This design comes from an exercise in tuning for small area and a short achievable clock period on the open sky130 flow, not from production work. At most, simulation tests tie the RTL to the original design; equivalence was not proved. Power figures rest on the tool's default switching activity, not on a simulated workload.

==> inputs of branch yarrow <==
==> flow/design.v <==
package dds_pkg;
  localparam logic [1:0] CFG_FREQ        = 2'd0;
  localparam logic [1:0] CFG_PHASE_OFS   = 2'd1;
  localparam logic [1:0] CFG_SWEEP_STEP  = 2'd2;
  localparam logic [1:0] CFG_SWEEP_LIMIT = 2'd3;
  function automatic int clog2(input int value);
    int v;
    clog2 = 0;
    for (v = value - 1; v > 0; v = v >> 1) begin
      clog2 = clog2 + 1;
    end
  endfunction
  function automatic int ch_width(input int num_ch);
    ch_width = (clog2(num_ch) < 1) ? 1 : clog2(num_ch);
  endfunction
endpackage
module dds_acc_channel #(
  parameter int ACC_W = 32,
  parameter int OUT_W = 12
) (
  input  logic             clock,
  input  logic             reset,
  input  logic             rst_q,
  input  logic             enable,
  input  logic [3:0]       load,
  input  logic             act_hold,
  input  logic             sync_clear,
  input  logic             sweep_en,
  input  logic [ACC_W-1:0] shadow_freq,
  input  logic [ACC_W-1:0] shadow_ofs,
  input  logic [ACC_W-1:0] shadow_step,
  input  logic [ACC_W-1:0] shadow_limit,
  output logic [OUT_W-1:0] phase,
  output logic             wrap,
  output logic             sweep_done
);
  logic [ACC_W-1:0] freq_act;
  logic [ACC_W-1:0] ofs_act;
  logic [ACC_W-1:0] step_act;
  logic [ACC_W-1:0] limit_act;
  logic [ACC_W-1:0] acc;
  logic [ACC_W:0]   acc_sum;
  logic [ACC_W-1:0] sweep_sum;
  logic [ACC_W-1:0] phase_sum;
  assign acc_sum   = {1'b0, acc} + {1'b0, freq_act};
  assign sweep_sum = freq_act + step_act;
  assign phase_sum = acc + ofs_act;
  logic [ACC_W-1:0] cs_x, cs_y, nlim;
  logic [ACC_W:0]   cs_sum;
  logic             over;
  assign nlim   = ~limit_act;
  assign cs_x   = freq_act ^ step_act ^ nlim;
  assign cs_y   = (freq_act & step_act) | (freq_act & nlim) | (step_act & nlim);
  assign cs_sum = {1'b0, cs_x} + {1'b0, cs_y[ACC_W-2:0], 1'b0};
  assign over   = cs_y[ACC_W-1] | cs_sum[ACC_W];
  logic live, acc_add, acc_hold, sw_run, sw_hold;
  assign live     = ~rst_q;
  assign acc_add  = live & ~sync_clear & enable;
  assign acc_hold = live & ~sync_clear & ~enable;
  assign sw_run   = act_hold & sweep_en & enable & ~sweep_done;
  assign sw_hold  = act_hold & ~(sweep_en & enable & ~sweep_done);
  logic [ACC_W-1:0] sweep_next;
  assign sweep_next = over ? limit_act : sweep_sum;
  always_ff @(posedge clock) begin
    acc       <= ({ACC_W{acc_add}} & acc_sum[ACC_W-1:0]) | ({ACC_W{acc_hold}} & acc);
    ofs_act   <= ({ACC_W{load[1]}} & shadow_ofs)   | ({ACC_W{act_hold}} & ofs_act);
    step_act  <= ({ACC_W{load[2]}} & shadow_step)  | ({ACC_W{act_hold}} & step_act);
    limit_act <= ({ACC_W{load[3]}} & shadow_limit) | ({ACC_W{act_hold}} & limit_act);
    freq_act  <= ({ACC_W{load[0]}} & shadow_freq) | ({ACC_W{sw_run}} & sweep_next) |
                 ({ACC_W{sw_hold}} & freq_act);
  end
  always_ff @(posedge clock or posedge reset) begin
    if (reset) begin
      phase      <= '0;
      wrap       <= 1'b0;
      sweep_done <= 1'b0;
    end else begin
      phase      <= {OUT_W{live}} & phase_sum[ACC_W-1 -: OUT_W];
      wrap       <= acc_add & acc_sum[ACC_W];
      sweep_done <= act_hold & sweep_en & (sweep_done | (enable & over));
    end
  end
endmodule
module dds_phase_accumulator_mc #(
  parameter int NUM_CH = 4,
  parameter int ACC_W  = 32,
  parameter int OUT_W  = 12,
  localparam int CH_W  = dds_pkg::ch_width(NUM_CH)
) (
  input  logic                    clock,
  input  logic                    reset,
  input  logic                    enable,
  input  logic                    cfg_valid,
  output logic                    cfg_ready,
  input  logic [CH_W-1:0]         cfg_ch,
  input  logic [1:0]              cfg_sel,
  input  logic [ACC_W-1:0]        cfg_data,
  input  logic                    update,
  input  logic [NUM_CH-1:0]       sync_clear,
  input  logic [NUM_CH-1:0]       sweep_en,
  output logic [NUM_CH*OUT_W-1:0] phase_out,
  output logic [NUM_CH-1:0]       wrap,
  output logic [NUM_CH-1:0]       sweep_done
);
  logic commit_pending;
  logic rst_q;
  logic act_hold;
  assign cfg_ready = ~commit_pending;
  always_ff @(posedge clock or posedge reset) begin
    if (reset) begin
      commit_pending <= 1'b0;
    end else begin
      commit_pending <= ~commit_pending & update;
    end
  end
  always_ff @(posedge clock or posedge reset) begin
    if (reset) begin
      act_hold <= 1'b0;
    end else begin
      act_hold <= ~(~commit_pending & update);
    end
  end
  always_ff @(posedge clock or posedge reset) begin
    if (reset) begin
      rst_q <= 1'b1;
    end else begin
      rst_q <= 1'b0;
    end
  end
  for (genvar c = 0; c < NUM_CH; c++) begin : g_ch
    logic [ACC_W-1:0] sh_freq;
    logic [ACC_W-1:0] sh_ofs;
    logic [ACC_W-1:0] sh_step;
    logic [ACC_W-1:0] sh_limit;
    logic             wr_hit;
    logic [3:0]       wr, sh_valid, load;
    assign wr_hit = cfg_valid && cfg_ready && (cfg_ch == CH_W'(c));
    for (genvar s = 0; s < 4; s++) begin : g_sel
      assign wr[s]   = wr_hit & (cfg_sel == 2'(s));
    end
    always_ff @(posedge clock or posedge reset) begin
      if (reset) begin
        sh_valid <= '0;
      end else begin
        sh_valid <= sh_valid | wr;
      end
    end
    always_ff @(posedge clock) begin
      if (wr[dds_pkg::CFG_FREQ])        sh_freq  <= cfg_data;
      if (wr[dds_pkg::CFG_PHASE_OFS])   sh_ofs   <= cfg_data;
      if (wr[dds_pkg::CFG_SWEEP_STEP])  sh_step  <= cfg_data;
      if (wr[dds_pkg::CFG_SWEEP_LIMIT]) sh_limit <= cfg_data;
    end
    assign load = {4{commit_pending}} & sh_valid;
    dds_acc_channel #(
      .ACC_W(ACC_W),
      .OUT_W(OUT_W)
    ) u_ch (
      .clock       (clock),
      .reset       (reset),
      .rst_q       (rst_q),
      .enable      (enable),
      .load        (load),
      .act_hold    (act_hold),
      .sync_clear  (sync_clear[c]),
      .sweep_en    (sweep_en[c]),
      .shadow_freq (sh_freq),
      .shadow_ofs  (sh_ofs),
      .shadow_step (sh_step),
      .shadow_limit(sh_limit),
      .phase       (phase_out[c*OUT_W +: OUT_W]),
      .wrap        (wrap[c]),
      .sweep_done  (sweep_done[c])
    );
  end
endmodule
==> flow/run.sh <==
#!/bin/bash
# synth_recipe.tcl (not shown) runs the flow's synth.tcl, then flattens the netlist and writes it again
# the make line also repeats each setting of config.mk as NAME=value (left out here)
make -C /OpenROAD-flow-scripts/flow DESIGN_CONFIG=/design/flow/config.mk WORK_HOME=/design/flow/orfs CLKGATE_MAP_FILE= SYNTH_SCRIPT=/design/flow/synth_recipe.tcl finish
==> flow/config.mk <==
export PLATFORM = sky130hd
export DESIGN_NAME = dds_phase_accumulator_mc
export DESIGN_NICKNAME = dds_phase_accumulator_mc
export VERILOG_FILES = /design/flow/design.v
export SDC_FILE = /design/flow/constraint.sdc
export NUM_CORES = 4
export LEC_CHECK = 0
export CAP_MARGIN = 20
export CORE_MARGIN = 2
export CORE_UTILIZATION = 55
export SETUP_SLACK_MARGIN = 3.2
export SLEW_MARGIN = 20
==> flow/constraint.sdc <==
create_clock -name core_clock -period 5.8 [get_ports {clock}]
set_input_delay 1.1600 -clock core_clock [delete_from_list [all_inputs] [get_ports {clock}]]
set_output_delay 1.1600 -clock core_clock [all_outputs]
set_load 0.01 [all_outputs]
==> branch nickel: changes against branch yarrow <==
==> flow/design.v, changed modules only <==
module dds_acc_channel #(
  parameter int ACC_W = 32,
  parameter int OUT_W = 12
) (
  input  logic             clock,
  input  logic             reset,
  input  logic             rst_q,
  input  logic             enable,
  input  logic [3:0]       load,
  input  logic             act_hold,
  input  logic             sync_clear,
  input  logic             sweep_en,
  input  logic [ACC_W-1:0] shadow_freq,
  input  logic [ACC_W-1:0] shadow_ofs,
  input  logic [ACC_W-1:0] shadow_step,
  input  logic [ACC_W-1:0] shadow_limit,
  output logic [OUT_W-1:0] phase,
  output logic             wrap,
  output logic             sweep_done
);
  logic [ACC_W-1:0] freq_act;
  logic [ACC_W-1:0] ofs_act;
  logic [ACC_W-1:0] step_act;
  logic [ACC_W-1:0] limit_act;
  logic [ACC_W-1:0] acc;
  logic [ACC_W:0]   acc_sum;
  logic [ACC_W-1:0] sweep_sum;
  logic [ACC_W-1:0] phase_sum;
  dds_add #(.W(ACC_W)) u_acc_add (
    .a(acc), .b(freq_act), .cin(1'b0), .sum(acc_sum[ACC_W-1:0]), .cout(acc_sum[ACC_W]));
  dds_add #(.W(ACC_W)) u_sweep_add (
    .a(freq_act), .b(step_act), .cin(1'b0), .sum(sweep_sum), .cout());
  dds_add #(.W(ACC_W)) u_phase_add (
    .a(acc), .b(ofs_act), .cin(1'b0), .sum(phase_sum), .cout());
  logic [ACC_W-1:0] cs_x, cs_y, nlim;
  logic             cs_cout;
  logic             over;
  assign nlim   = ~limit_act;
  assign cs_x   = freq_act ^ step_act ^ nlim;
  assign cs_y   = (freq_act & step_act) | (freq_act & nlim) | (step_act & nlim);
  dds_add #(.W(ACC_W)) u_cmp_add (
    .a(cs_x), .b({cs_y[ACC_W-2:0], 1'b0}), .cin(1'b0), .sum(), .cout(cs_cout));
  assign over   = cs_y[ACC_W-1] | cs_cout;
  logic live, acc_add, acc_hold, sw_run, sw_hold;
  assign live     = ~rst_q;
  assign acc_add  = live & ~sync_clear & enable;
  assign acc_hold = live & ~sync_clear & ~enable;
  assign sw_run   = act_hold & sweep_en & enable & ~sweep_done;
  assign sw_hold  = act_hold & ~(sweep_en & enable & ~sweep_done);
  logic [ACC_W-1:0] sweep_next;
  assign sweep_next = over ? limit_act : sweep_sum;
  always_ff @(posedge clock) begin
    acc       <= ({ACC_W{acc_add}} & acc_sum[ACC_W-1:0]) | ({ACC_W{acc_hold}} & acc);
    ofs_act   <= ({ACC_W{load[1]}} & shadow_ofs)   | ({ACC_W{act_hold}} & ofs_act);
    step_act  <= ({ACC_W{load[2]}} & shadow_step)  | ({ACC_W{act_hold}} & step_act);
    limit_act <= ({ACC_W{load[3]}} & shadow_limit) | ({ACC_W{act_hold}} & limit_act);
    freq_act  <= ({ACC_W{load[0]}} & shadow_freq) | ({ACC_W{sw_run}} & sweep_next) |
                 ({ACC_W{sw_hold}} & freq_act);
  end
  always_ff @(posedge clock or posedge reset) begin
    if (reset) begin
      phase      <= '0;
      wrap       <= 1'b0;
      sweep_done <= 1'b0;
    end else begin
      phase      <= {OUT_W{live}} & phase_sum[ACC_W-1 -: OUT_W];
      wrap       <= acc_add & acc_sum[ACC_W];
      sweep_done <= act_hold & sweep_en & (sweep_done | (enable & over));
    end
  end
endmodule
module dds_add #(
  parameter int W = 32
) (
  input  logic [W-1:0] a,
  input  logic [W-1:0] b,
  input  logic         cin,
  output logic [W-1:0] sum,
  output logic         cout
);
  localparam int L = $clog2(W);
  logic [W-1:0] p0;
  logic [W-1:0] g [L+1];
  logic [W-1:0] p [L+1];
  assign p0   = a ^ b;
  assign p[0] = p0;
  assign g[0] = (a & b) | {{(W-1){1'b0}}, p0[0] & cin};
  for (genvar l = 0; l < L; l++) begin : g_lvl
    localparam int H = 1 << l;
    for (genvar k = 0; k < W; k = k + 2 * H) begin : g_blk
      localparam int N = (W - k - H < H) ? W - k - H : H;
      assign g[l+1][k +: H] = g[l][k +: H];
      assign p[l+1][k +: H] = p[l][k +: H];
      if (N > 0) begin : g_up
        assign g[l+1][k+H +: N] = g[l][k+H +: N] | (p[l][k+H +: N] & {N{g[l][k+H-1]}});
        assign p[l+1][k+H +: N] = p[l][k+H +: N] & {N{p[l][k+H-1]}};
      end
    end
  end
  assign sum  = p0 ^ {g[L][W-2:0], cin};
  assign cout = g[L][W-1];
endmodule
CTS_BUF_LIST = sky130_fd_sc_hd__clkbuf_4 sky130_fd_sc_hd__clkbuf_8   (was default)
SETUP_SLACK_MARGIN = 2.6   (was 3.2)
==> branch tundra: changes against branch yarrow <==
==> flow/design.v, changed modules only <==
module dds_acc_channel #(
  parameter int ACC_W = 32,
  parameter int OUT_W = 12
) (
  input  logic             clock,
  input  logic             reset,
  input  logic             rst_q,
  input  logic             enable,
  input  logic             commit,
  input  logic             sync_clear,
  input  logic             sweep_en,
  input  logic [ACC_W-1:0] shadow_freq,
  input  logic [ACC_W-1:0] shadow_ofs,
  input  logic [ACC_W-1:0] shadow_step,
  input  logic [ACC_W-1:0] shadow_limit,
  output logic [OUT_W-1:0] phase,
  output logic             wrap,
  output logic             sweep_done
);
  logic [ACC_W-1:0] freq_act;
  logic [ACC_W-1:0] ofs_act;
  logic [ACC_W-1:0] step_act;
  logic [ACC_W-1:0] limit_act;
  logic [ACC_W-1:0] acc;
  logic [ACC_W:0]   acc_sum;
  logic [ACC_W-1:0] sweep_sum;
  logic [ACC_W-1:0] phase_sum;
  assign acc_sum   = {1'b0, acc} + {1'b0, freq_act};
  assign sweep_sum = freq_act + step_act;
  assign phase_sum = acc + ofs_act;
  logic [ACC_W-1:0] cs_x, cs_y, nlim;
  logic [ACC_W:0]   cs_sum;
  logic             over;
  assign nlim   = ~limit_act;
  assign cs_x   = freq_act ^ step_act ^ nlim;
  assign cs_y   = (freq_act & step_act) | (freq_act & nlim) | (step_act & nlim);
  assign cs_sum = {1'b0, cs_x} + {1'b0, cs_y[ACC_W-2:0], 1'b0};
  assign over   = cs_y[ACC_W-1] | cs_sum[ACC_W];
  logic live, acc_add, acc_hold, act_load, act_hold, sw_run, sw_hold;
  assign live     = ~rst_q;
  assign acc_add  = live & ~sync_clear & enable;
  assign acc_hold = live & ~sync_clear & ~enable;
  assign act_load = live & commit;
  assign act_hold = live & ~commit;
  assign sw_run   = act_hold & sweep_en & enable & ~sweep_done;
  assign sw_hold  = act_hold & ~(sweep_en & enable & ~sweep_done);
  logic [ACC_W-1:0] sweep_next;
  assign sweep_next = over ? limit_act : sweep_sum;
  always_ff @(posedge clock) begin
    acc       <= ({ACC_W{acc_add}} & acc_sum[ACC_W-1:0]) | ({ACC_W{acc_hold}} & acc);
    ofs_act   <= ({ACC_W{act_load}} & shadow_ofs)   | ({ACC_W{act_hold}} & ofs_act);
    step_act  <= ({ACC_W{act_load}} & shadow_step)  | ({ACC_W{act_hold}} & step_act);
    limit_act <= ({ACC_W{act_load}} & shadow_limit) | ({ACC_W{act_hold}} & limit_act);
    freq_act  <= ({ACC_W{act_load}} & shadow_freq) | ({ACC_W{sw_run}} & sweep_next) |
                 ({ACC_W{sw_hold}} & freq_act);
  end
  always_ff @(posedge clock or posedge reset) begin
    if (reset) begin
      phase      <= '0;
      wrap       <= 1'b0;
      sweep_done <= 1'b0;
    end else begin
      phase      <= {OUT_W{live}} & phase_sum[ACC_W-1 -: OUT_W];
      wrap       <= acc_add & acc_sum[ACC_W];
      sweep_done <= act_hold & sweep_en & (sweep_done | (enable & over));
    end
  end
endmodule
module dds_phase_accumulator_mc #(
  parameter int NUM_CH = 4,
  parameter int ACC_W  = 32,
  parameter int OUT_W  = 12,
  localparam int CH_W  = dds_pkg::ch_width(NUM_CH)
) (
  input  logic                    clock,
  input  logic                    reset,
  input  logic                    enable,
  input  logic                    cfg_valid,
  output logic                    cfg_ready,
  input  logic [CH_W-1:0]         cfg_ch,
  input  logic [1:0]              cfg_sel,
  input  logic [ACC_W-1:0]        cfg_data,
  input  logic                    update,
  input  logic [NUM_CH-1:0]       sync_clear,
  input  logic [NUM_CH-1:0]       sweep_en,
  output logic [NUM_CH*OUT_W-1:0] phase_out,
  output logic [NUM_CH-1:0]       wrap,
  output logic [NUM_CH-1:0]       sweep_done
);
  logic commit_pending;
  logic rst_q;
  assign cfg_ready = ~commit_pending;
  always_ff @(posedge clock or posedge reset) begin
    if (reset) begin
      commit_pending <= 1'b0;
    end else begin
      commit_pending <= ~commit_pending & update;
    end
  end
  always_ff @(posedge clock or posedge reset) begin
    if (reset) begin
      rst_q <= 1'b1;
    end else begin
      rst_q <= 1'b0;
    end
  end
  for (genvar c = 0; c < NUM_CH; c++) begin : g_ch
    logic [ACC_W-1:0] sh_freq;
    logic [ACC_W-1:0] sh_ofs;
    logic [ACC_W-1:0] sh_step;
    logic [ACC_W-1:0] sh_limit;
    logic             wr_hit;
    logic [3:0]       wr, hold;
    assign wr_hit = cfg_valid && cfg_ready && (cfg_ch == CH_W'(c));
    for (genvar s = 0; s < 4; s++) begin : g_sel
      assign wr[s]   = wr_hit & (cfg_sel == 2'(s));
      assign hold[s] = ~wr[s] & ~rst_q;
    end
    always_ff @(posedge clock) begin
      sh_freq  <= ({ACC_W{wr[dds_pkg::CFG_FREQ]}} & cfg_data) |
                  ({ACC_W{hold[dds_pkg::CFG_FREQ]}} & sh_freq);
      sh_ofs   <= ({ACC_W{wr[dds_pkg::CFG_PHASE_OFS]}} & cfg_data) |
                  ({ACC_W{hold[dds_pkg::CFG_PHASE_OFS]}} & sh_ofs);
      sh_step  <= ({ACC_W{wr[dds_pkg::CFG_SWEEP_STEP]}} & cfg_data) |
                  ({ACC_W{hold[dds_pkg::CFG_SWEEP_STEP]}} & sh_step);
      sh_limit <= ({ACC_W{wr[dds_pkg::CFG_SWEEP_LIMIT]}} & cfg_data) |
                  ({ACC_W{hold[dds_pkg::CFG_SWEEP_LIMIT]}} & sh_limit);
    end
    dds_acc_channel #(
      .ACC_W(ACC_W),
      .OUT_W(OUT_W)
    ) u_ch (
      .clock       (clock),
      .reset       (reset),
      .rst_q       (rst_q),
      .enable      (enable),
      .commit      (commit_pending),
      .sync_clear  (sync_clear[c]),
      .sweep_en    (sweep_en[c]),
      .shadow_freq (sh_freq),
      .shadow_ofs  (sh_ofs),
      .shadow_step (sh_step),
      .shadow_limit(sh_limit),
      .phase       (phase_out[c*OUT_W +: OUT_W]),
      .wrap        (wrap[c]),
      .sweep_done  (sweep_done[c])
    );
  end
endmodule
CORE_UTILIZATION = 40   (was 55)
SETUP_SLACK_MARGIN = default   (was 3.2)
==> comparison <==
Branch yarrow passed the timing, design-rule and antenna checks. Branch nickel ran to the end with no violations. Branch tundra went through all stages and came out clean.
Against branch yarrow, the synthesized cell count of branch tundra is higher by 40%.
Cell count: branch nickel is smaller than branch tundra (about 30%).
Cell area: branch nickel is lower than branch yarrow (8.4%).
Synthesized area, lowest first: branch nickel, branch yarrow, branch tundra.
Clock power: branch yarrow is higher than branch nickel (about 9%).
Total power, lowest first: branch tundra, branch nickel, branch yarrow.
Of branch tundra and branch yarrow, branch tundra has the higher wire length (gap 5.4%, measured against branch yarrow).
Flip-flop and latch count: branch tundra is lower than branch yarrow (17).
Against branch nickel, the sequential share of layout area of branch yarrow is lower by 3.5 points.
Clock skew: branch yarrow is lower than branch tundra (14 ps).
Between branch yarrow and branch tundra, the lower register-to-register slack is in branch tundra (gap 740 ps).
The RTL of branch nickel and branch tundra was laid out without a check of its function.

[what the ideal ports hide]
In the flow no input, the clock included, has a driving cell. The finished layouts below were timed again as built, in two steps. Step 1 (the two cells are an assumption about what drives the block):
set clk [get_ports {clock}]
set_driving_cell -lib_cell sky130_fd_sc_hd__clkbuf_16 $clk
set_driving_cell -lib_cell sky130_fd_sc_hd__buf_2 [delete_from_list [all_inputs] $clk]
Step 2 also shifts input and output timing later by t, the mid clock arrival at the registers, as if the neighbouring blocks saw the same clock. Three values: no drivers, after step 1, after step 2; two values: the first two.
run	shift t [ns]	slack for setup (ns)	worst setup path at the end	worst slew at a driven data input, ns	pins driven straight from the clock port
branch yarrow	0.826	2.353 / 2.353 / 2.213	input to register	0.04	1
branch nickel	0.942	2.207 / 2.207 / 1.757	input to register	0.15	1
branch tundra	0.868	1.415 / 1.330 / 1.613	register to register	0.21	1
After both steps every run listed still meets setup and hold. For branch nickel, which loses most, drivers alone change the setup slack by 0.000 ns; drivers and shift together by -0.450 ns.
